What follows belongs to an exercise in optimizing a design on an open flow for small area, a short achievable clock period and few clock cycles per item; a production flow would make more cautious choices.
RTL that was checked went through simulation tests only; none was proved equivalent to the original.

Setup of lane 1:
Design mac_array_top, start of the top module:
module mac_array_top (
    input  logic         clk,
    input  logic         rst,
    input  logic [7:0]   cfg_len_m1,
    input  logic         in_valid,
    output logic         in_ready,
    input  logic [127:0] in_data,
    input  logic [63:0]  in_weight,
    output logic         out_valid,
    input  logic         out_ready,
    output logic [191:0] out_accum,
    output logic [7:0]   out_sat
);
    mac_array #(
        .DATA_WIDTH  (16),
        .WEIGHT_WIDTH(8),
        .ACCUM_WIDTH (24),
        .LANES       (8),
        .LEN_WIDTH   (8)
    ) u_mac_array (
        .clk       (clk),
        .rst       (rst),
        .cfg_len_m1(cfg_len_m1),
        .in_valid  (in_valid),
        .in_ready  (in_ready),
        .in_data   (in_data),
        .in_weight (in_weight),
        .out_valid (out_valid),
        .out_ready (out_ready),
        .out_accum (out_accum),
        .out_sat   (out_sat)
    );
endmodule
Size: ~7100 cells after synthesis, about 410 I/O pins, ~59000 um^2 of cells after synthesis.
clock: 5.5 ns
lec_check: 0
abc_area: 1
cap_margin: 20
core_margin: 2
core_utilization: 65
setup_slack_margin: 2.8
slew_margin: 20
run.sh (not shown) runs the stock make flow with config.mk's settings and CLKGATE_MAP_FILE= SYNTH_SCRIPT=/design/flow/synth_recipe.tcl, a recipe that flattens the netlist after the stock synthesis.
Testbench counts of lane 1, summed over its fixed seeds: cycles 27,915, items 3,200.
Relative to lane 1, the following input files were edited for lane 2:
- SETUP_SLACK_MARGIN changed from 2.8 to 2.6
--- outcome ---
Lane 2 finished every stage and its layout cleared the timing, DRC and antenna checks. Cmp lane 2 and lane 1 / stage delay of the slowest cell on the critical path / lower: lane 1. Per the comparison of lane 2 with lane 1, sequential share of layout area higher, count of inserted antenna diode cells higher, met2 wirelength from detailed routing lower, worst relative slew slack lower. Comparing met1 track utilization from global routing for lane 2 and lane 1, the smaller number came from lane 2. Achievable frequency deteriorates in lane 2 relative to lane 1. Looking at worst setup slack across both flows, lane 2 is the weaker of the two, with lane 1 ahead.
For lane 3, these inputs were changed with respect to lane 2:
- swapping 2.6 for 2.7 in SETUP_SLACK_MARGIN
- swapping 65 for 60 in CORE_UTILIZATION
Lane 3 finished end to end and its layout was clean on timing, DRC and antenna.
Of lane 3 and lane 2, the run reporting the lower global-route met1 utilization was lane 3.
| wire length | lane 3 vs lane 2 | worse |
Row final antenna diode count: lane 3 lower / lane 2 higher
For the synthesis-to-layout area growth, lane 3 came in 2.0 points higher than lane 2 did.
In the metrics for lane 3 and lane 2, the one carrying the lower overall die area is lane 2.
Looking only at global-route usage over all layers, and setting everything else aside, the higher value of lane 3 and lane 2 goes to lane 2.
Lane 3 has more setup slack than lane 2.
Compared lane 3 vs lane 2, and final net count is up in lane 3.
Edits applied to the flow inputs when going from lane 3 to lane 4:
- CORE_UTILIZATION: 60 -> 65
--- outcome ---
Lane 4 completed every stage of the flow, and the final layout passed the timing, DRC and antenna checks.
On time the worst path needs with I/O delays and setup, lane 4 does better than lane 3.
Delta (lane 4 minus lane 3): number of antenna violations at the first check in global routing increased by 2 relative to the old numbers; signed area change from the synthesized netlist to the final layout -0.81 points; fraction of standard cell area in multi-input logic has remained practically unchanged.
As far as flip-flop and latch count is concerned, lane 3 and lane 4 perform about the same.
Number of multi-input combinational cells in the layout of lane 4 is on par with lane 3.
From lane 3 to lane 4 the numbers moved as follows: via count shows an increase of 646; maximum frequency shows an increase of 5.7 MHz.
Xor and xnor fraction of the mapped netlist area came out exactly the same in lane 4 and lane 3.
The following lists how lane 5 was set up differently from lane 4:
- swapping 65 for 68 in CORE_UTILIZATION
Notes after the runs:
- Result: PASS for each of lane 4 and lane 5
- Endpoint required time on the critical path is higher on lane 5
- Highest routed metal layer = met4: lane 4; highest routed metal layer = met5: lane 5
- Re total clock sinks: no difference whatsoever between lane 4 and lane 5.
- Re sum of buffers and inverters on the critical path: no difference whatsoever between lane 5 and lane 4.
- Going from lane 4 to lane 5, number of cell rows went down 1.8%; number of antenna violations at the first check in global routing now sits higher.
- Run comparison: lane 4 highest-delay cell along the critical path clkdlybuf4s50_1; lane 5 highest-delay cell along the critical path dfxtp_1

========
Another version of the RTL of mac_array_top (not shown whole).
Size in the first run: roughly 7,900 cells after synthesis, ~410 I/O pins, ~65,000 um2 of cells after synthesis.
make LEC_CHECK=0 CAP_MARGIN=20 CORE_MARGIN=2 CORE_UTILIZATION=40 SETUP_SLACK_MARGIN=2.3 SLEW_MARGIN=20 finish   # period 5.5 ns
Next try:
- ABC_AREA: unset -> 1
- SETUP_SLACK_MARGIN: 2.3 -> 2.6
Effect:
- hold slack is better by 11 ps
- critical path depth climbs by 1
- utilization increases by 4.0 points
- wire length fell by about a fifth
- worst setup slack improves by 300 ps
- sequential cell count is unchanged
Function was not checked in any run of this note: the RTL went through the layout flow alone.

========
job 101:
Another version of the RTL of mac_array_top (not shown whole).
For scale: ~6900 cells after synthesis, ~1000 flip-flops, about 410 I/O pins, roughly 0.062 mm² of cells after synthesis.
clock: 5.5 ns
lec_check: 0
abc_area: 1
cap_margin: 20
core_margin: 2
core_utilization: 70
setup_slack_margin: 2.8
slew_margin: 20
Testbench counts of job 101, summed over its fixed seeds: cycles 27,915, items 3,200.
[inputs] job 102 vs job 101
# job 101
export LEC_CHECK = 0
export ABC_AREA = 1
export CAP_MARGIN = 20
export CORE_MARGIN = 2
export CORE_UTILIZATION = 70
export SETUP_SLACK_MARGIN = 2.8
export SLEW_MARGIN = 20
create_clock -name core_clock -period 5.5 [get_ports {clk}]
# job 102
export LEC_CHECK = 0
export ABC_AREA = 1
export CAP_MARGIN = 20
export CORE_MARGIN = 2
export CORE_UTILIZATION = 65
export SETUP_SLACK_MARGIN = 2.7
export SLEW_MARGIN = 20
create_clock -name core_clock -period 5.5 [get_ports {clk}]
### Flow results
Job 101 -> job 102: instance count along the most critical hold path delta 0, exact match. Job 101 → job 102: number of instances resized during post-cts repair decreased by 173 relative to the old numbers. Clock period minus worst slack, job 101 and job 102: larger value in job 101. [job 102 vs job 101] wire length: lower in job 102.
Input-level comparison between job 103 and job 102:
# job 102
export LEC_CHECK = 0
export ABC_AREA = 1
export CAP_MARGIN = 20
export CORE_MARGIN = 2
export CORE_UTILIZATION = 65
export SETUP_SLACK_MARGIN = 2.7
export SLEW_MARGIN = 20
create_clock -name core_clock -period 5.5 [get_ports {clk}]
# job 103
export LEC_CHECK = 0
export ABC_AREA = 1
export CAP_MARGIN = 20
export CORE_MARGIN = 2
export CORE_UTILIZATION = 65
export SETUP_SLACK_MARGIN = 2.9
export SLEW_MARGIN = 20
create_clock -name core_clock -period 5.5 [get_ports {clk}]
- Looking at clock period minus worst slack, job 103 sits 0.068 ns above job 102.
- Compared with job 102, job 103 shows clock-buffer cell count that has gone up by a little under 10%.
- Changes observed in job 103 relative to job 102: required time of the worst setup path now sits higher, total global-route track usage increased 2.4 points, count of buffering cells on the critical path with inverters included rose by 4, number of gates resized after CTS now sits higher.
- Per the comparison of job 103 with job 102, cell count after placement held.
[inputs] job 104 vs job 103
# job 103
export LEC_CHECK = 0
export ABC_AREA = 1
export CAP_MARGIN = 20
export CORE_MARGIN = 2
export CORE_UTILIZATION = 65
export SETUP_SLACK_MARGIN = 2.9
export SLEW_MARGIN = 20
create_clock -name core_clock -period 5.5 [get_ports {clk}]
# job 104
export LEC_CHECK = 0
export ABC_AREA = 1
export CAP_MARGIN = 20
export CORE_MARGIN = 2
export CORE_UTILIZATION = 65
export SETUP_SLACK_MARGIN = 2.6
export SLEW_MARGIN = 20
create_clock -name core_clock -period 5.5 [get_ports {clk}]
### Flow results
Looking at least setup slack across all paths after layout, job 104 sits 0.0038 ns below job 103. Higher number of antenna violations at the first check in global routing was reported by job 103, not job 104. For job 103, the end point of the critical path was u_mac_array.g_lane[0].u_lane.sat, unlike job 104, where it was u_mac_array.g_lane[7].u_lane.h2[13]. Delta (job 104 minus job 103): via density per instance decreased about 8%; sequential cell area in the final layout decreased 340 µm².

========
## main
Another version of the RTL of mac_array_top (not shown whole).
For scale: roughly 7900 cells after synthesis, ~970 flip-flops, roughly 410 I/O pins, about 67000 um^2 of cells after synthesis.
clock: 5.5 ns
lec_check: 0
cap_margin: 20
core_margin: 2
core_utilization: 40
setup_slack_margin: 2.6
slew_margin: 20
In summary, main completed successfully, with a layout that passed the timing, DRC and antenna checks.
Testbench counts of main, summed over its fixed seeds: cycles 27,915, items 3,200.
Relative to main, the following input files were edited for the feature branch:
# main
export LEC_CHECK = 0
export CAP_MARGIN = 20
export CORE_MARGIN = 2
export CORE_UTILIZATION = 40
export SETUP_SLACK_MARGIN = 2.6
export SLEW_MARGIN = 20
create_clock -name core_clock -period 5.5 [get_ports {clk}]
# the feature branch
export LEC_CHECK = 0
export ABC_AREA = 1
export CAP_MARGIN = 20
export CORE_MARGIN = 2
export CORE_UTILIZATION = 65
export SETUP_SLACK_MARGIN = 2.6
export SLEW_MARGIN = 20
create_clock -name core_clock -period 5.5 [get_ports {clk}]
Findings:
- Delta (the feature branch minus main): multi-input gate share of the layout cell area fell 3.4 points; share of the clock period used by the worst path fell 12 points; cell area fell 13%.
- A most frequent standard cell in the layout excluding fill and tap cells of sky130_fd_sc_hd__nand2_1 is what the feature branch shows, while sky130_fd_sc_hd__a21oi_1 belongs to main.

==> separate check: timing with driven ports <==
In the flow no input, the clock included, has a driving cell. The finished layouts below were timed again as built, in two steps.
Step 1 assumes that a clkbuf_16 drives the clock port and a buf_2 every other input.
Step 2 adds t to the input delays and takes it off the output delays; t is the mean of the earliest and latest rising clock arrival at the registers after step 1. Input paths then give back, and output paths get back, about the clock's delay inside the block.
Slacks: ideal ports / drivers / drivers and shift; pairs: ideal ports / drivers.
run | t, ns | setup WS [ns] | clock arrival spread, ns | worst data-port slew with drivers (ns)
lane 1 | 0.754 | 2.744 / 2.744 / 2.250 | 0.028 / 0.028 | 0.17
lane 2 | 0.755 | 2.638 / 2.577 / 2.368 | 0.020 / 0.020 | 0.14
lane 3 | 0.753 | 2.697 / 2.677 / 2.364 | 0.024 / 0.024 | 0.11
lane 4 | 0.755 | 2.741 / 2.671 / 2.081 | 0.018 / 0.018 | 0.14
lane 5 | 0.740 | 2.719 / 2.652 / 2.229 | 0.027 / 0.028 | 0.17
the first run of note 2 | 0.780 | 1.984 / 1.984 / 1.431 | 0.045 / 0.045 | 0.26
the second run of note 2 | 0.770 | 2.284 / 2.309 / 1.539 | 0.038 / 0.038 | 0.14
job 101 | 0.780 | 2.575 / 2.575 / 2.286 | 0.057 / 0.057 | 0.12
job 102 | 0.757 | 2.691 / 2.614 / 2.146 | 0.038 / 0.038 | 0.10
job 103 | 0.772 | 2.623 / 2.623 / 2.153 | 0.029 / 0.029 | 0.10
job 104 | 0.752 | 2.619 / 2.574 / 2.004 | 0.024 / 0.023 | 0.10
main | 0.829 | 1.947 / 1.947 / 1.947 | 0.045 / 0.044 | 0.26
the feature branch | 0.761 | 2.624 / 2.574 / 2.051 | 0.030 / 0.030 | 0.14
After both steps setup and hold are still met in every run listed. The setup slack of the second run of note 2, which loses most, moves by +0.025 ns with the drivers and by -0.745 ns with both steps.
